This design comes from an exercise in tuning for small area, a short achievable clock period and few clock cycles per item on the open sky130 flow, not from production work.
Only simulation tests tie the RTL to the original design; equivalence was not proved.
No activity file was given, so power comes from the tool's default toggle rates.

<file path="flow/design.v">
package bnd_pkg;
   localparam int START_W = 32;
   localparam int LEN_W   = 32;
   localparam int END_W   = 33;
   localparam int KEEP_W  = 32;
   localparam int DEPTH_W = 6;
   localparam logic [DEPTH_W-1:0] DEPTH_MAX = 6'd63;
   localparam int WORD_W  = START_W + LEN_W + 1 + DEPTH_W + 1 + 1;
   localparam int RES_W   = DEPTH_W + 3;
   typedef struct packed {
      logic [START_W-1:0] bracket_start;
      logic [KEEP_W-1:0]  end_pos;
      logic               span_valid;
      logic [DEPTH_W-1:0] previous_depth;
      logic               previous_invalid;
      logic               last_of_pass;
   } item_type;
   typedef struct packed {
      logic [DEPTH_W-1:0] nesting_depth;
      logic               depth_invalid;
      logic               depth_changed;
      logic               stack_overflow;
   } result_type;
endpackage
module bnd_front (
   input  logic                         req_valid,
   output logic                         req_ready,
   input  logic [bnd_pkg::START_W-1:0]  req_bracket_start,
   input  logic [bnd_pkg::LEN_W-1:0]    req_span_length,
   input  logic                         req_span_valid,
   input  logic [bnd_pkg::DEPTH_W-1:0]  req_previous_depth,
   input  logic                         req_previous_invalid,
   input  logic                         req_last_of_pass,
   output logic                         out_valid,
   output logic [bnd_pkg::WORD_W-1:0]   out_word,
   input  logic                         out_ready
);
   assign req_ready = out_ready;
   assign out_valid = req_valid;
   assign out_word = {req_bracket_start, req_span_length, req_span_valid, req_previous_depth,
                      req_previous_invalid, req_last_of_pass};
endmodule
module bnd_queue (
   input  logic                clock,
   input  logic                reset,
   input  logic                in_valid,
   input  bnd_pkg::result_type in_data,
   output logic                in_ready,
   output logic                in_ready_next,
   output logic                out_valid,
   output bnd_pkg::result_type out_data,
   input  logic                out_ready
);
   logic                head_valid_ff, tail_valid_ff, tail_valid_in;
   bnd_pkg::result_type head_ff, tail_ff;
   logic                head_free;
   assign head_free = !head_valid_ff || out_ready;
   assign in_ready = !tail_valid_ff;
   assign out_valid = head_valid_ff;
   assign out_data = head_ff;
   assign tail_valid_in = head_free ? 1'b0 : (tail_valid_ff || in_valid);
   assign in_ready_next = !tail_valid_in;
   always_ff @(posedge clock) begin
      if (reset) begin
         head_valid_ff <= 1'b0;
         tail_valid_ff <= 1'b0;
      end else begin
         if (head_free) head_valid_ff <= tail_valid_ff || in_valid;
         tail_valid_ff <= tail_valid_in;
      end
      if (head_free) begin
         head_ff <= tail_valid_ff ? tail_ff : in_data;
      end
      if (!tail_valid_ff) begin
         tail_ff <= in_data;
      end
   end
endmodule
module bnd_ram #(
   parameter int WIDTH = 33,
   parameter int DEPTH = 64
) (
   input  logic             clock,
   input  logic             reset,
   input  logic             hold_rest,
   input  logic             push,
   input  logic             pop,
   input  logic             hold_top,
   input  logic             new_top,
   input  logic [WIDTH-1:0] wr_data,
   output logic [WIDTH-1:0] top0,
   output logic [WIDTH-1:0] top1,
   output logic [WIDTH-1:0] top2
);
   localparam int NTOP = 3;
   logic [WIDTH-1:0] ent_ff [DEPTH];
   logic [WIDTH-1:0] phase, up_plain, down_stored;
   logic             phase_ff;
   assign phase = {WIDTH{phase_ff}};
   assign up_plain = ent_ff[NTOP] ^ phase;
   assign down_stored = ent_ff[NTOP-1] ^ phase;
   always_ff @(posedge clock) begin
      if (reset) phase_ff <= 1'b0;
      else phase_ff <= !phase_ff;
      ent_ff[0] <= ({WIDTH{hold_top}} & ent_ff[0])
                 | ({WIDTH{new_top}} & wr_data)
                 | ({WIDTH{pop}} & ent_ff[1]);
      for (int i = 1; i < NTOP - 1; i++) begin
         ent_ff[i] <= ({WIDTH{hold_rest}} & ent_ff[i])
                    | ({WIDTH{push}} & ent_ff[i-1])
                    | ({WIDTH{pop}} & ent_ff[i+1]);
      end
      ent_ff[NTOP-1] <= ({WIDTH{hold_rest}} & ent_ff[NTOP-1])
                      | ({WIDTH{push}} & ent_ff[NTOP-2])
                      | ({WIDTH{pop}} & up_plain);
      ent_ff[NTOP] <= ~(({WIDTH{hold_rest}} & ent_ff[NTOP])
                      | ({WIDTH{push}} & down_stored)
                      | ({WIDTH{pop}} & ent_ff[NTOP+1]));
      for (int i = NTOP + 1; i < DEPTH - 1; i++) begin
         ent_ff[i] <= ~(({WIDTH{hold_rest}} & ent_ff[i])
                      | ({WIDTH{push}} & ent_ff[i-1])
                      | ({WIDTH{pop}} & ent_ff[i+1]));
      end
      ent_ff[DEPTH-1] <= ~(({WIDTH{!push}} & ent_ff[DEPTH-1])
                         | ({WIDTH{push}} & ent_ff[DEPTH-2]));
   end
   assign top0 = ent_ff[0];
   assign top1 = ent_ff[1];
   assign top2 = ent_ff[2];
endmodule
module bnd_back #(
   parameter int STACK_DEPTH = 64
) (
   input  logic                        clock,
   input  logic                        reset,
   input  logic                        in_valid,
   input  logic [bnd_pkg::WORD_W-1:0]  in_word,
   output logic                        in_ready,
   output logic                        out_valid,
   output bnd_pkg::result_type         out_data,
   input  logic                        out_ready,
   input  logic                        out_ready_next
);
   localparam int CW = $clog2(STACK_DEPTH + 1);
   localparam int EW = bnd_pkg::KEEP_W;
   logic                  x_valid_ff;
   bnd_pkg::item_type     x_ff, x_in;
   logic [CW-1:0]         count_ff, count_in;
   logic                  empty_ff, one_ff, full_ff;
   logic [EW-1:0]         bound_ff, bound_in;
   logic                  ge_top0_ff, ge_top1_ff, ge_bound_ff;
   logic                  ge_top0_in, ge_top1_in, ge_bound_in;
   logic [EW-1:0]         top0, top1, top2;
   logic [bnd_pkg::START_W-1:0] w_start;
   logic [bnd_pkg::LEN_W-1:0]   w_len;
   logic                        w_sv, w_pi, w_last;
   logic [bnd_pkg::DEPTH_W-1:0] w_pd;
   logic [EW-1:0]               w_s, x_s, x_e;
   logic [bnd_pkg::END_W-1:0]   w_end;
   logic pop_all, finish, step, st_push, st_pop, st_load, only_end, end_gt_bound;
   logic finish_ff, push_ff, pop_ff, load_ff, hold_rest_ff, hold_top_ff, new_top_ff;
   logic x_valid_in, x_sv_in, empty_in, one_in, full_in, take_ff, take_in;
   logic [3:0] move_in;
   logic h_top0, h_top1, h_top2, h_end, h_bound, x_top2;
   logic [bnd_pkg::DEPTH_W-1:0] depth;
   logic [CW-1:0] count_m1;
   assign {w_start, w_len, w_sv, w_pd, w_pi, w_last} = in_word;
   assign w_s = w_start;
   assign x_s = x_ff.bracket_start;
   assign w_end = {1'b0, w_start} + {1'b0, w_len};
   assign x_e = x_ff.end_pos;
   always_comb begin
      x_in.bracket_start = w_start;
      x_in.end_pos = w_end[EW] ? '1 : w_end[EW-1:0];
      x_in.span_valid = w_sv;
      x_in.previous_depth = w_pd;
      x_in.previous_invalid = w_pi;
      x_in.last_of_pass = w_last;
   end
   function automatic logic [3:0] decide(input logic xv, input logic sv, input logic g0,
                                         input logic g1, input logic gb, input logic empty,
                                         input logic one, input logic full,
                                         input logic ordy);
      logic every, stp, fin;
      every = empty || !gb;
      stp = xv && sv && !every && !g0 && !one && !g1;
      fin = xv && !stp && ordy;
      decide = {fin, stp, fin && sv && !every && g0 && !full, fin && sv && (every || !g0)};
   endfunction
   assign pop_all = empty_ff || !ge_bound_ff;
   assign step = pop_ff;
   assign finish = finish_ff;
   assign in_ready = take_ff;
   assign st_pop = pop_ff;
   assign st_push = push_ff;
   assign st_load = load_ff;
   assign only_end = pop_all || one_ff;
   assign count_m1 = count_ff - CW'(1);
   always_comb begin
      if (pop_all) depth = '0;
      else if (!ge_top0_ff) depth = count_m1[bnd_pkg::DEPTH_W-1:0];
      else if (full_ff) depth = bnd_pkg::DEPTH_MAX;
      else depth = count_ff[bnd_pkg::DEPTH_W-1:0];
   end
   always_comb begin
      out_valid = finish;
      if (x_ff.span_valid) begin
         out_data.nesting_depth = depth;
         out_data.depth_invalid = 1'b0;
         out_data.depth_changed = x_ff.previous_invalid || (depth != x_ff.previous_depth);
         out_data.stack_overflow = !pop_all && ge_top0_ff && full_ff;
      end else begin
         out_data.nesting_depth = '0;
         out_data.depth_invalid = 1'b1;
         out_data.depth_changed = 1'b0;
         out_data.stack_overflow = 1'b0;
      end
   end
   assign end_gt_bound = x_e > bound_ff;
   always_comb begin
      count_in = count_ff;
      if (st_pop) count_in = count_m1;
      if (st_push) count_in = count_ff + CW'(1);
      if (st_load && only_end) count_in = CW'(1);
      if (finish && x_ff.last_of_pass) count_in = '0;
   end
   always_comb begin
      bound_in = bound_ff;
      if (st_load && only_end) bound_in = x_e;
      else if ((st_push || st_load) && end_gt_bound) bound_in = x_e;
   end
   assign h_top0 = top0 >= w_s;
   assign h_top1 = top1 >= w_s;
   assign h_end = x_e >= w_s;
   assign h_bound = bound_ff >= w_s;
   assign x_top2 = top2 >= x_s;
   always_comb begin
      if (in_ready) begin
         if (st_push) begin
            ge_top0_in = h_end;
            ge_top1_in = h_top0;
         end else if (st_load) begin
            ge_top0_in = h_end;
            ge_top1_in = h_top1;
         end else begin
            ge_top0_in = h_top0;
            ge_top1_in = h_top1;
         end
         if (st_load && only_end) ge_bound_in = h_end;
         else if (st_push || st_load) ge_bound_in = h_bound || h_end;
         else ge_bound_in = h_bound;
      end else if (st_pop) begin
         ge_top0_in = ge_top1_ff;
         ge_top1_in = x_top2;
         ge_bound_in = ge_bound_ff;
      end else begin
         ge_top0_in = ge_top0_ff;
         ge_top1_in = ge_top1_ff;
         ge_bound_in = ge_bound_ff;
      end
   end
   assign x_valid_in = in_ready ? in_valid : x_valid_ff;
   assign x_sv_in = in_ready ? w_sv : x_ff.span_valid;
   assign take_in = !x_valid_in || move_in[3];
   assign empty_in = count_in == '0;
   assign one_in = count_in == CW'(1);
   assign full_in = count_in == CW'(STACK_DEPTH);
   assign move_in = decide(x_valid_in, x_sv_in, ge_top0_in, ge_top1_in, ge_bound_in,
                           empty_in, one_in, full_in, out_ready_next);
   bnd_ram #(
      .WIDTH (EW),
      .DEPTH (STACK_DEPTH)
   ) u_stack (
      .clock     (clock),
      .reset     (reset),
      .hold_rest (hold_rest_ff),
      .push      (push_ff),
      .pop       (pop_ff),
      .hold_top  (hold_top_ff),
      .new_top   (new_top_ff),
      .wr_data  (x_e),
      .top0     (top0),
      .top1     (top1),
      .top2     (top2)
   );
   always_ff @(posedge clock) begin
      if (reset) begin
         x_valid_ff <= 1'b0;
         take_ff <= 1'b1;
         count_ff <= '0;
         empty_ff <= 1'b1;
         one_ff <= 1'b0;
         full_ff <= 1'b0;
         {finish_ff, pop_ff, push_ff, load_ff} <= '0;
         hold_rest_ff <= 1'b1;
         hold_top_ff <= 1'b1;
         new_top_ff <= 1'b0;
      end else begin
         x_valid_ff <= x_valid_in;
         take_ff <= take_in;
         count_ff <= count_in;
         empty_ff <= empty_in;
         one_ff <= one_in;
         full_ff <= full_in;
         {finish_ff, pop_ff, push_ff, load_ff} <= move_in;
         hold_rest_ff <= !move_in[2] && !move_in[1];
         hold_top_ff <= !move_in[2] && !move_in[1] && !move_in[0];
         new_top_ff <= move_in[1] || move_in[0];
      end
      if (in_ready) x_ff <= x_in;
      bound_ff <= bound_in;
      ge_top0_ff <= ge_top0_in;
      ge_top1_ff <= ge_top1_in;
      ge_bound_ff <= ge_bound_in;
   end
endmodule
module bracket_nesting_depth (
   input  logic                         clock,
   input  logic                         reset,
   input  logic                         req_valid,
   output logic                         req_ready,
   input  logic [bnd_pkg::START_W-1:0]  req_bracket_start,
   input  logic [bnd_pkg::LEN_W-1:0]    req_span_length,
   input  logic                         req_span_valid,
   input  logic [bnd_pkg::DEPTH_W-1:0]  req_previous_depth,
   input  logic                         req_previous_invalid,
   input  logic                         req_last_of_pass,
   output logic                         rsp_valid,
   input  logic                         rsp_ready,
   output logic [bnd_pkg::DEPTH_W-1:0]  rsp_nesting_depth,
   output logic                         rsp_depth_invalid,
   output logic                         rsp_depth_changed,
   output logic                         rsp_stack_overflow
);
   localparam int STACK_DEPTH = 64;
   logic                       fr_valid, fr_ready;
   logic [bnd_pkg::WORD_W-1:0] fr_word;
   logic                       ex_valid, ex_ready, ex_ready_next;
   bnd_pkg::result_type        ex_data, result;
   bnd_front u_front (
      .req_valid            (req_valid),
      .req_ready            (req_ready),
      .req_bracket_start    (req_bracket_start),
      .req_span_length      (req_span_length),
      .req_span_valid       (req_span_valid),
      .req_previous_depth   (req_previous_depth),
      .req_previous_invalid (req_previous_invalid),
      .req_last_of_pass     (req_last_of_pass),
      .out_valid            (fr_valid),
      .out_word             (fr_word),
      .out_ready            (fr_ready)
   );
   bnd_back #(
      .STACK_DEPTH (STACK_DEPTH)
   ) u_back (
      .clock     (clock),
      .reset     (reset),
      .in_valid  (fr_valid),
      .in_word   (fr_word),
      .in_ready  (fr_ready),
      .out_valid (ex_valid),
      .out_data  (ex_data),
      .out_ready (ex_ready),
      .out_ready_next (ex_ready_next)
   );
   bnd_queue u_queue (
      .clock     (clock),
      .reset     (reset),
      .in_valid  (ex_valid),
      .in_data   (ex_data),
      .in_ready  (ex_ready),
      .in_ready_next (ex_ready_next),
      .out_valid (rsp_valid),
      .out_data  (result),
      .out_ready (rsp_ready)
   );
   assign rsp_nesting_depth = result.nesting_depth;
   assign rsp_depth_invalid = result.depth_invalid;
   assign rsp_depth_changed = result.depth_changed;
   assign rsp_stack_overflow = result.stack_overflow;
endmodule
</file>
<file path="flow/run.sh">
#!/bin/bash
# synth_recipe.tcl (not shown) runs the flow's synth.tcl, then flattens the netlist and writes it again
# the make line also repeats each setting of config.mk as NAME=value (left out here)
make -C /OpenROAD-flow-scripts/flow DESIGN_CONFIG=/design/flow/config.mk WORK_HOME=/design/flow/orfs CLKGATE_MAP_FILE= SYNTH_SCRIPT=/design/flow/synth_recipe.tcl finish
</file>
<file path="flow/config.mk">
export PLATFORM = sky130hd
export DESIGN_NAME = bracket_nesting_depth
export DESIGN_NICKNAME = bracket_nesting_depth
export VERILOG_FILES = /design/flow/design.v
export SDC_FILE = /design/flow/constraint.sdc
export NUM_CORES = 4
export LEC_CHECK = 0
export CAP_MARGIN = 20
export CELL_PAD_IN_SITES_DETAIL_PLACEMENT = 1
export CELL_PAD_IN_SITES_GLOBAL_PLACEMENT = 1
export CORE_MARGIN = 2
export CORE_UTILIZATION = 40
export PLACE_DENSITY = 0.55
export SETUP_SLACK_MARGIN = 3.9
export SLEW_MARGIN = 20
</file>
<file path="flow/constraint.sdc">
create_clock -name core_clock -period 6.5 [get_ports {clock}]
set_input_delay 1.3000 -clock core_clock [delete_from_list [all_inputs] [get_ports {clock}]]
set_output_delay 1.3000 -clock core_clock [all_outputs]
set_load 0.01 [all_outputs]
</file>
==> load_flow_metrics.sql, run 1 <==
INSERT INTO impl_metrics (metric_group, metric, value, unit) VALUES
('clock_tree', 'number_of_clock_sinks', '2196', ''),
('worst_setup_path', 'cp_max_fo', '8', ''),
('power_and_ir_drop', 'share_of_total_power_in_the_clock_network', '35.8', '%'),
('synthesis', 'netlist-cell-type-count', '71', ''),
('flow_run', 'maxCapViolations', '0', ''),
('global_routing', 'antenna_violations_before_repair', '5', ''),
('clock_tree', 'cts_inserted_buffers', '228', ''),
('placement', 'globalplace.congestion', '0.835', ''),
('power_and_ir_drop', 'pwr-share-seq', '53.7', '%'),
('global_routing', 'grt_pass1_wl', '295', 'mm'),
('detailed_routing', 'wl', '190', 'mm'),
('finish', 'area.growth.synth_to_final', '15.7', '%'),
('timing', 'tns', '0', 'ns'),
('finish', 'layout_cell_share_with_drive_strength_beyond_1', '11.9', '%'),
('worst_setup_path', 'end_kind', 'flip-flop', ''),
('timing', 'setup_violations', '0', ''),
('timing', 'timing_max_transition_violations_final', '0', ''),
('synthesis', 'synthCells', '6051', ''),
('power_and_ir_drop', 'power.share.combinational', '10.5', '%'),
('clock_tree', 'maximum_buffer_depth_of_the_clock_tree', '3', ''),
('synthesis', 'avg_cell_area_syn', '12.6', 'um2'),
('synthesis', 'synth.area.mux_share', '0.462', '%'),
('detailed_routing', 'drc', '0', ''),
('detailed_routing', 'dr_total_vias', '56900', ''),
('worst_setup_path', 'critPathArrivalTime', '3.58', 'ns'),
('synthesis', 'postSynth.topFlopCell', 'dfxtp_1', ''),
('floorplan', 'die_w', '440', 'um'),
('clock_tree', 'clock-root-buffer', 'clkbuf_16', ''),
('clock_tree', 'clk_transition_reported_paths', '0.06', 'ns'),
('clock_tree', 'cts_htree_levels', '4', ''),
('detailed_routing', 'first_pass_iters', '15', ''),
('synthesis', 'synth-adder-area-share', '3.74', '%'),
('power_and_ir_drop', 'power.density', '418', 'nW/um2'),
('worst_setup_path', 'criticalPathCategory', 'input port to flip-flop', ''),
('detailed_routing', 'routed_via_density', '6.70', ''),
('floorplan', 'initial_utilization', '40.1', '%'),
('power_and_ir_drop', 'intPower', '27.2', 'mW'),
('worst_setup_path', 'crit_chain', 'clkdlybuf4s50_1 -> ha_4 -> a21oi_2 -> o21ai_2 -> nor2_2 -> o31ai_4 -> a32oi_4 -> o221a_4 -> o21bai_4 -> nand4_1', ''),
('floorplan', 'io-pin-count', '88', ''),
('synthesis', 'synth_top_family_by_area', 'compound AO/OA/AOI/OAI gates', ''),
('finish', 'finalNetCount', '6094', ''),
('global_routing', 'grt_pass1_vias', '52800', ''),
('synthesis', 'postSynth.asyncResetShare', '0', '%'),
('worst_setup_path', 'timing.critical_path.slowest_stage_cell', 'clkdlybuf4s50_1', ''),
('detailed_routing', 'ant_nets', '0', ''),
('synthesis', 'yosys_register_bits', '2196', ''),
('floorplan', 'die-area', '194000', 'um2'),
('synthesis', 'yosysWarningCount', '4', ''),
('global_routing', 'grt_start_max_net_pins', '228', ''),
('global_routing', 'grt_overflow', '0', ''),
('worst_setup_path', 'crit_path_max_incr_delay', '0.51', 'ns'),
('worst_setup_path', 'cp.required', '7.05', 'ns'),
('synthesis', 'synth_simple_gate_area_share', '1.84', '%'),
('synthesis', 'synth_area', '76000', 'um2'),
('finish', 'nFillCells', '18900', ''),
('timing', 'postLayoutSetupSlackWorst', '3.48', 'ns'),
('power_and_ir_drop', 'power.ir.vdd_worst', '0.294', 'mV'),
('clock_tree', 'hold_bufs_at_cts', '0', ''),
('synthesis', 'synth-seq-area-share', '59.3', '%'),
('outcome', 'status', 'complete, no violations', ''),
('timing', 'final_min_period_over_clock_period', '46.5', '%'),
('timing', 'relSlewSlack', '29.8', '%'),
('timing', 'post-route-min-period', '3.02', 'ns'),
('finish', 'seq_area', '45100', 'um2'),
('timing', 'finalHoldViolCount', '0', ''),
('detailed_routing', 'routed_wire_per_std_cell', '22.3', 'um'),
('global_routing', 'grt.total_usage', '18.2', '%'),
('min_path', 'min_path_type', 'flip-flop to flip-flop', ''),
('synthesis', 'count_of_flip_flops_with_a_built_in_enable_after_synthesis', '114', ''),
('clock_tree', 'clkLatencyLatePin', '0.87', 'ns'),
('timing', 'achievable-frequency', '331', 'MHz');
-- power groups by stage --
| stage | clock network, mW | logic, mW | registers, mW |
|---|---|---|---|
| floorplan | 0 | 3.04 | 19.0 |
| global route | 14.2 | 4.37 | 20.2 |
| finish | 13.2 | 3.88 | 19.8 |
| CTS | 13.6 | 3.84 | 19.7 |
| detailed placement | 0 | 3.60 | 20.0 |
| global placement | 0 | 3.39 | 19.9 |
-- per-stage QoR --
step	instances	util, %	cell area (um2)
after floorplan	6051	-	76200
after global placement	8004	41.3	78300
after detailed placement	8004	41.3	78300
after CTS	8478	46.1	87400
after global routing	8497	46.4	88000
final	8498	46.4	88000
-- cell type report --
type	count	area share, %
clock buffer	358	7.88
tap	2511	3.57
inverter	216	0.937
antenna	2	0.00569
clock inverter	67	0.890
timing repair buffer	200	2.77
multi-input combinational	2948	32.7
sequential	2196	51.3
-- worst max-delay path: cells and delay by family --
family | cells | cell delay (ns)
and+or+nand+nor | 2 | 0.30
AOI/OAI and AO/OA | 6 | 1.22
buffers and inverters | 1 | 0.51
adders and majority gates | 1 | 0.23
-- cell families (layout without fill, tap and decap cells) --
family                     Yosys count  in the layout
buffers and inverters              910            841
and+or+nand+nor                    281            281
xor gates and xnor gates           103            103
adders and majority gates          227            227
muxes                               35             35
other                                0              2
AOI/OAI and AO/OA                 2299           2302
DFF                               2196           2196
-- flip-flops by register name, indices dropped and copies added (netlist names), 7 cells and up --
signal,cells
u_back.bound_ff,32
u_back.count_ff,7
u_queue.tail_ff,9
u_queue.head_ff,9
u_back.u_stack.ent_ff,2048
u_back.x_ff,73
-- layout by cell type, fill, tap and decap left out, types with 20 or more instances in the layout --
cell / n
clkbuf_1: 61
ha_1: 187
o21ai_0: 32
xor2_1: 83
ha_4: 38
clkbuf_16: 236
buf_4: 61
buf_2: 20
a222oi_1: 2016
nor2_1: 41
mux2i_1: 34
a21oi_1: 68
dfxtp_1: 2074
inv_2: 28
clkinv_2: 34
buf_12: 25
clkbuf_8: 63
inv_1: 183
a21o_1: 36
nand4_1: 33
nand2_1: 94
edfxtp_1: 114
clkdlybuf4s50_1: 26
-- synthesized netlist by cell type, drive strengths merged, types with 3 or more instances --
cell | number | area share (%)
inv | 216 | 1.1
nand3 | 19 | 0.13
o22ai | 3 | 0.033
o221ai | 3 | 0.035
a222oi | 2016 | 27
buf | 21 | 0.12
nand2 | 96 | 0.47
a22o | 3 | 0.035
o21ai | 59 | 0.39
xnor2 | 20 | 0.23
a221oi | 4 | 0.046
or3 | 4 | 0.046
mux2i | 34 | 0.45
a31oi | 10 | 0.090
a21o | 36 | 0.36
or2 | 3 | 0.025
a2111oi | 3 | 0.035
nand2b | 21 | 0.17
and3 | 5 | 0.048
nor3 | 19 | 0.13
dfxtp | 2082 | 55
nor2 | 45 | 0.22
o21a | 7 | 0.069
a311oi | 3 | 0.035
o2111ai | 6 | 0.069
clkbuf | 673 | 3.3
o31ai | 4 | 0.039
a21oi | 88 | 0.58
o21bai | 9 | 0.089
nor4 | 7 | 0.058
o211ai | 6 | 0.059
and4 | 6 | 0.069
ha | 226 | 3.7
nor2b | 11 | 0.091
nand4 | 33 | 0.27
and2 | 4 | 0.033
nor3b | 3 | 0.030
edfxtp | 114 | 4.5
xor2 | 83 | 0.96
a211oi | 15 | 0.15
-- metal layers --
layer | track usage, % | vias up | wire [um]
li1 | - | 26200 | -
met1 | 26.1 | 29100 | 90200
met2 | 28.1 | 1372 | 86800
met3 | 2.93 | 247 | 8830
met4 | 5.20 | 0 | 3980
met5 | 0 | - | 0
-- worst paths after layout --
check                           cells after the start                                     to                                  start  slack [ns]
worst min register to register                      1  u_back.u_stack.ent_ff[63][14]$_DFF_P_  u_back.u_stack.ent_ff[63][14]$_DFF_P_        0.44
worst max-delay path                               10          u_back.x_ff[26]$_SDFFCE_PP1P_                    req_span_length[13]        3.48
worst min-delay path                                1  u_back.u_stack.ent_ff[63][14]$_DFF_P_  u_back.u_stack.ent_ff[63][14]$_DFF_P_        0.44
worst max register to register                     10          u_back.bound_ff[14]$_DFFE_PP_          u_back.x_ff[34]$_SDFFCE_PP1P_        3.55
-- what timing repair did --
item / in CTS / in global routing
pin swaps: 58 / 65
buffers inserted: 38 / 15
cloned: 11 / 3
setup endpoints to repair: 1660 / 1748
endpoints found under the hold margin: 0 / 0
resized for setup: 363 / 118
Testbench counts, summed over its fixed seeds: cycles 19,771, items 19,279.
==> inputs of run 2 (changes only) <==
--- a/flow/config.mk
+++ b/flow/config.mk
@@ -9,7 +9,7 @@
 export CELL_PAD_IN_SITES_DETAIL_PLACEMENT = 1
 export CELL_PAD_IN_SITES_GLOBAL_PLACEMENT = 1
 export CORE_MARGIN = 2
-export CORE_UTILIZATION = 40
-export PLACE_DENSITY = 0.55
+export CORE_UTILIZATION = 30
+export PLACE_DENSITY = 0.4
 export SETUP_SLACK_MARGIN = 3.9
 export SLEW_MARGIN = 20
==> load_flow_metrics.sql, run 2 <==
INSERT INTO impl_metrics (metric_group, metric, value, unit) VALUES
('synthesis', 'yosys_register_bits', '2196', ''),
('global_routing', 'grt_overflow', '0', ''),
('worst_setup_path', 'reg2regPathDepth', '12', ''),
('timing', 'timing.clock.skew', '0.0750', 'ns'),
('detailed_routing', 'ant_nets', '0', ''),
('synthesis', 'netlist-cell-type-count', '71', ''),
('detailed_routing', 'routed_wire_per_std_cell', '22.7', 'um'),
('finish', 'finalNetCount', '6174', ''),
('worst_setup_path', 'critical_path.startpoint_type', 'input port', ''),
('power_and_ir_drop', 'share_of_total_power_in_the_clock_network', '38.0', '%'),
('worst_setup_path', 'cp_max_fo', '8', ''),
('placement', 'dp.cells', '8855', ''),
('placement', 'dp_hpwl', '117', 'mm'),
('power_and_ir_drop', 'intPower', '28.2', 'mW'),
('synthesis', 'most_frequent_cells_after_synthesis', '2082 x dfxtp_1, 2016 x a222oi_1, 673 x clkbuf_1', ''),
('clock_tree', 'cts_inserted_buffers', '278', ''),
('synthesis', 'post_synth_main_area_contributors', 'dfxtp_1 55%, a222oi_1 27%, edfxtp_1 4.5%', ''),
('finish', 'layout_cell_share_with_drive_strength_beyond_1', '12.6', '%'),
('timing', 'achievable-frequency', '322', 'MHz'),
('synthesis', 'synth_top_cell_area_share', '54.8', '%'),
('finish', 'area.growth.synth_to_final', '18.7', '%'),
('synthesis', 'synth.net_count', '6355', ''),
('clock_tree', 'hold_bufs_at_cts', '0', ''),
('finish', 'final_cell_mix', '2072 x dfxtp_1, 2016 x a222oi_1, 295 x clkbuf_16', ''),
('global_routing', 'grt.met3_usage', '2.43', '%'),
('timing', 'final_min_period_over_clock_period', '47.8', '%'),
('synthesis', 'synth-seq-area-share', '59.3', '%'),
('worst_setup_path', 'critPathArrivalTime', '3.82', 'ns'),
('finish', 'number_of_flip_flops_under_the_largest_register_name', '2048', ''),
('synthesis', 'postSynth.asyncResetShare', '0', '%'),
('power_and_ir_drop', 'p_total', '38.3', 'mW'),
('detailed_routing', 'routed_via_density', '6.13', ''),
('global_routing', 'grt_start_max_net_pins', '240', ''),
('min_path', 'hold_depth', '1', ''),
('finish', 'final_common_cell', 'dfxtp_1', ''),
('timing', 'finalHoldWorstSlack', '0.424', 'ns'),
('global_routing', 'grt_pass1_wl', '323', 'mm'),
('global_routing', 'grt_pass1_vias', '54800', ''),
('detailed_routing', 'dr.first_iter.drc_count', '12700', ''),
('timing', 'finalHoldViolCount', '0', ''),
('synthesis', 'count_of_flip_flops_with_a_built_in_enable_after_synthesis', '114', ''),
('flow_run', 'maxCapViolations', '0', ''),
('floorplan', 'initial_utilization', '30.2', '%'),
('floorplan', 'num_rows', '184', ''),
('floorplan', 'die-area', '258000', 'um2'),
('detailed_routing', 'drc', '0', ''),
('clock_tree', 'maximum_buffer_depth_of_the_clock_tree', '4', ''),
('finish', 'layout_top_registers', 'u_back.u_stack.ent_ff (2048), u_back.x_ff (73), u_back.bound_ff (32)', ''),
('clock_tree', 'tritoncts', 'done', ''),
('finish', 'fin_cells', '9405', ''),
('floorplan', 'io-pin-count', '88', ''),
('global_routing', 'global_route.usage.met2', '23.1', '%'),
('floorplan', 'die_w', '507', 'um'),
('synthesis', 'yosysWarningCount', '4', ''),
('timing', 'post-route-min-period', '3.11', 'ns'),
('worst_setup_path', 'criticalPathCategory', 'input port to flip-flop', ''),
('clock_tree', 'clkLatencyLatePin', '0.92', 'ns'),
('detailed_routing', 'wl', '213', 'mm'),
('global_routing', 'globalRoute.busiestLayer', 'met2', ''),
('detailed_routing', 'dr_total_vias', '57700', ''),
('synthesis', 'most_instantiated_library_cell_after_synthesis', 'dfxtp_1', ''),
('placement', 'port_buffer_count', '87', ''),
('timing', 'setup_violations', '0', ''),
('clock_tree', 'clk_transition_reported_paths', '0.06', 'ns'),
('synthesis', 'synth_area', '76000', 'um2'),
('worst_setup_path', 'end_kind', 'flip-flop', ''),
('global_routing', 'grt.total_usage', '15.1', '%'),
('power_and_ir_drop', 'netSwitchingPower', '10.1', 'mW'),
('detailed_routing', 'first_pass_iters', '15', ''),
('timing', 'tns', '0', 'ns'),
('power_and_ir_drop', 'pwr-share-seq', '51.9', '%'),
('power_and_ir_drop', 'power.density', '424', 'nW/um2'),
('timing', 'worst_pin_slew', '1.13', 'ns'),
('clock_tree', 'clock-root-buffer', 'clkbuf_16', ''),
('floorplan', 'chipHeight', '507', 'um'),
('power_and_ir_drop', 'cellLeakagePower', '34.2', 'nW'),
('clock_tree', 'cts_htree_levels', '5', ''),
('synthesis', 'synth_top_area_cell', 'dfxtp_1', ''),
('synthesis', 'postSynth.topFlopCell', 'dfxtp_1', ''),
('floorplan', 'core_region_area', '252000', 'um2'),
('finish', 'most_flops_register', 'u_back.u_stack.ent_ff', ''),
('worst_setup_path', 'cp.required', '7.21', 'ns'),
('power_and_ir_drop', 'netSwitchingFraction', '26.4', '%'),
('timing', 'timing_max_transition_violations_final', '0', ''),
('power_and_ir_drop', 'power.share.combinational', '10.2', '%'),
('timing', 'grt_setup_unrepaired', 'true', ''),
('global_routing', 'grt_util_met1', '21.7', '%'),
('outcome', 'status', 'complete, no violations', ''),
('placement', 'globalplace.congestion', '0.771', ''),
('synthesis', 'avg_cell_area_syn', '12.6', 'um2'),
('clock_tree', 'number_of_clock_sinks', '2196', ''),
('min_path', 'min_path_type', 'flip-flop to flip-flop', ''),
('global_routing', 'antenna_violations_before_repair', '6', ''),
('power_and_ir_drop', 'power.ir.vdd_worst', '0.251', 'mV'),
('synthesis', 'synthCells', '6051', ''),
('timing', 'relSlewSlack', '24.6', '%');
run 2: cell counts after synthesis:
No cell type changed its count.
run 2: power by group through the flow:
| stage | Sequential, mW | Clock (mW) | Combinational (mW) |
|---|---|---|---|
| finish | 19.9 | 14.5 | 3.90 |
| global route | 20.3 | 15.7 | 4.39 |
| CTS | 19.8 | 15.2 | 3.80 |
| detailed placement | 20.1 | 0 | 3.61 |
| global placement | 20.1 | 0 | 3.44 |
| floorplan | 19.0 | 0 | 3.04 |
run 2: path summary, 6_finish.rpt:
kind                                         from                                    to  slack, ns
min reg2reg  u_back.u_stack.ent_ff[5][28]$_DFF_P_  u_back.u_stack.ent_ff[6][28]$_DFF_P_       0.42
max reg2reg         u_back.x_ff[26]$_SDFFCE_PP1P_         u_back.bound_ff[17]$_DFFE_PP_       3.43
min          u_back.u_stack.ent_ff[5][28]$_DFF_P_  u_back.u_stack.ent_ff[6][28]$_DFF_P_       0.42
max                            req_span_length[0]          u_back.x_ff[9]$_SDFFCE_PP1P_       3.39
run 2: cells by family after synthesis:
family / after synthesis / synth area share (%)
flip-flops: 2196 / 59.3
adder cells (fa/ha/maj): 227 / 3.74
multiplexers: 35 / 0.462
AND/OR/NAND/NOR: 281 / 1.84
XOR/XNOR: 103 / 1.19
buffers and inverters: 910 / 4.51
AO/OA/AOI/OAI: 2299 / 28.9
run 2: layout make-up:
| cell class | count | area, um2 |
|---|---|---|
| inverters | 216 | 825 |
| multi-input cells | 2948 | 28700 |
| well taps | 3348 | 4190 |
| flip-flops and latches | 2196 | 45100 |
| repair buffers | 230 | 2860 |
| clock inverters | 44 | 370 |
| diodes | 2 | 5.00 |
| fillers | 25900 | 161000 |
| clock buffers | 421 | 8200 |
run 2: what timing repair did:
| action | CTS | global route |
|---|---|---|
| resized for setup | 381 | 142 |
| pin swaps | 46 | 60 |
| setup buffers | 30 | 33 |
| gates cloned | 7 | 11 |
| setup endpoints to repair | 1461 | 1422 |
| hold endpoints to repair | 0 | 0 |
run 2: metrics by stage:
stage          setup slack, ns  cell area (um2)  util, %
6_report                  3.39            90300     35.9
5_1_grt                   3.37            90300     35.9
4_1_cts                   3.40            89200     35.4
3_5_place_dp             0.997            79400     31.6
3_3_place_gp              1.03            79400     31.6
2_1_floorplan             3.06            76200        -
run 2: critical path, cell delays in order:
cell	delay, ns
buf_12	0.10
ha_4	0.15
inv_2	0.04
fa_2	0.37
nor2b_4	0.17
o2111ai_4	0.17
and3_4	0.22
o31ai_4	0.31
a32oi_4	0.21
o221a_4	0.31
o21bai_4	0.29
nand2b_1	0.14
run 2: layer usage:
metal	routed length, um	share of wire [%]	up-vias
met5	0	0	-
met4	6010	2.8	0
met3	9140	4.3	390
met2	94400	44	1288
met1	104000	49	29600
li1	-	-	26400

==> separate check: timing with driven ports <==
No port has a modelled driver above. Below, the same layouts with a new extraction and two added sets of constraints. Step 1: set_driving_cell puts a clkbuf_16 on clock and a buf_2 on each other input, an assumption about the parent block. Step 2 also shifts input and output timing later by t, the mid clock arrival at the registers, as if the neighbouring blocks saw the same clock. Slacks: ideal / step 1 / step 2; pairs: ideal / step 1.
run	t (ns)	setup WS [ns]	latest minus earliest clock arrival (ns)	worst slew at a driven data input, ns	cell pins on the clock port's net
run 1	0.929	3.477 / 3.427 / 2.498	0.056 / 0.056	0.19	1
run 2	0.973	3.392 / 3.295 / 2.323	0.079 / 0.079	0.21	1
After both steps every run listed still meets setup and hold. The setup slack of run 2, which loses most, moves by -0.097 ns with the drivers and by -1.069 ns with both steps.
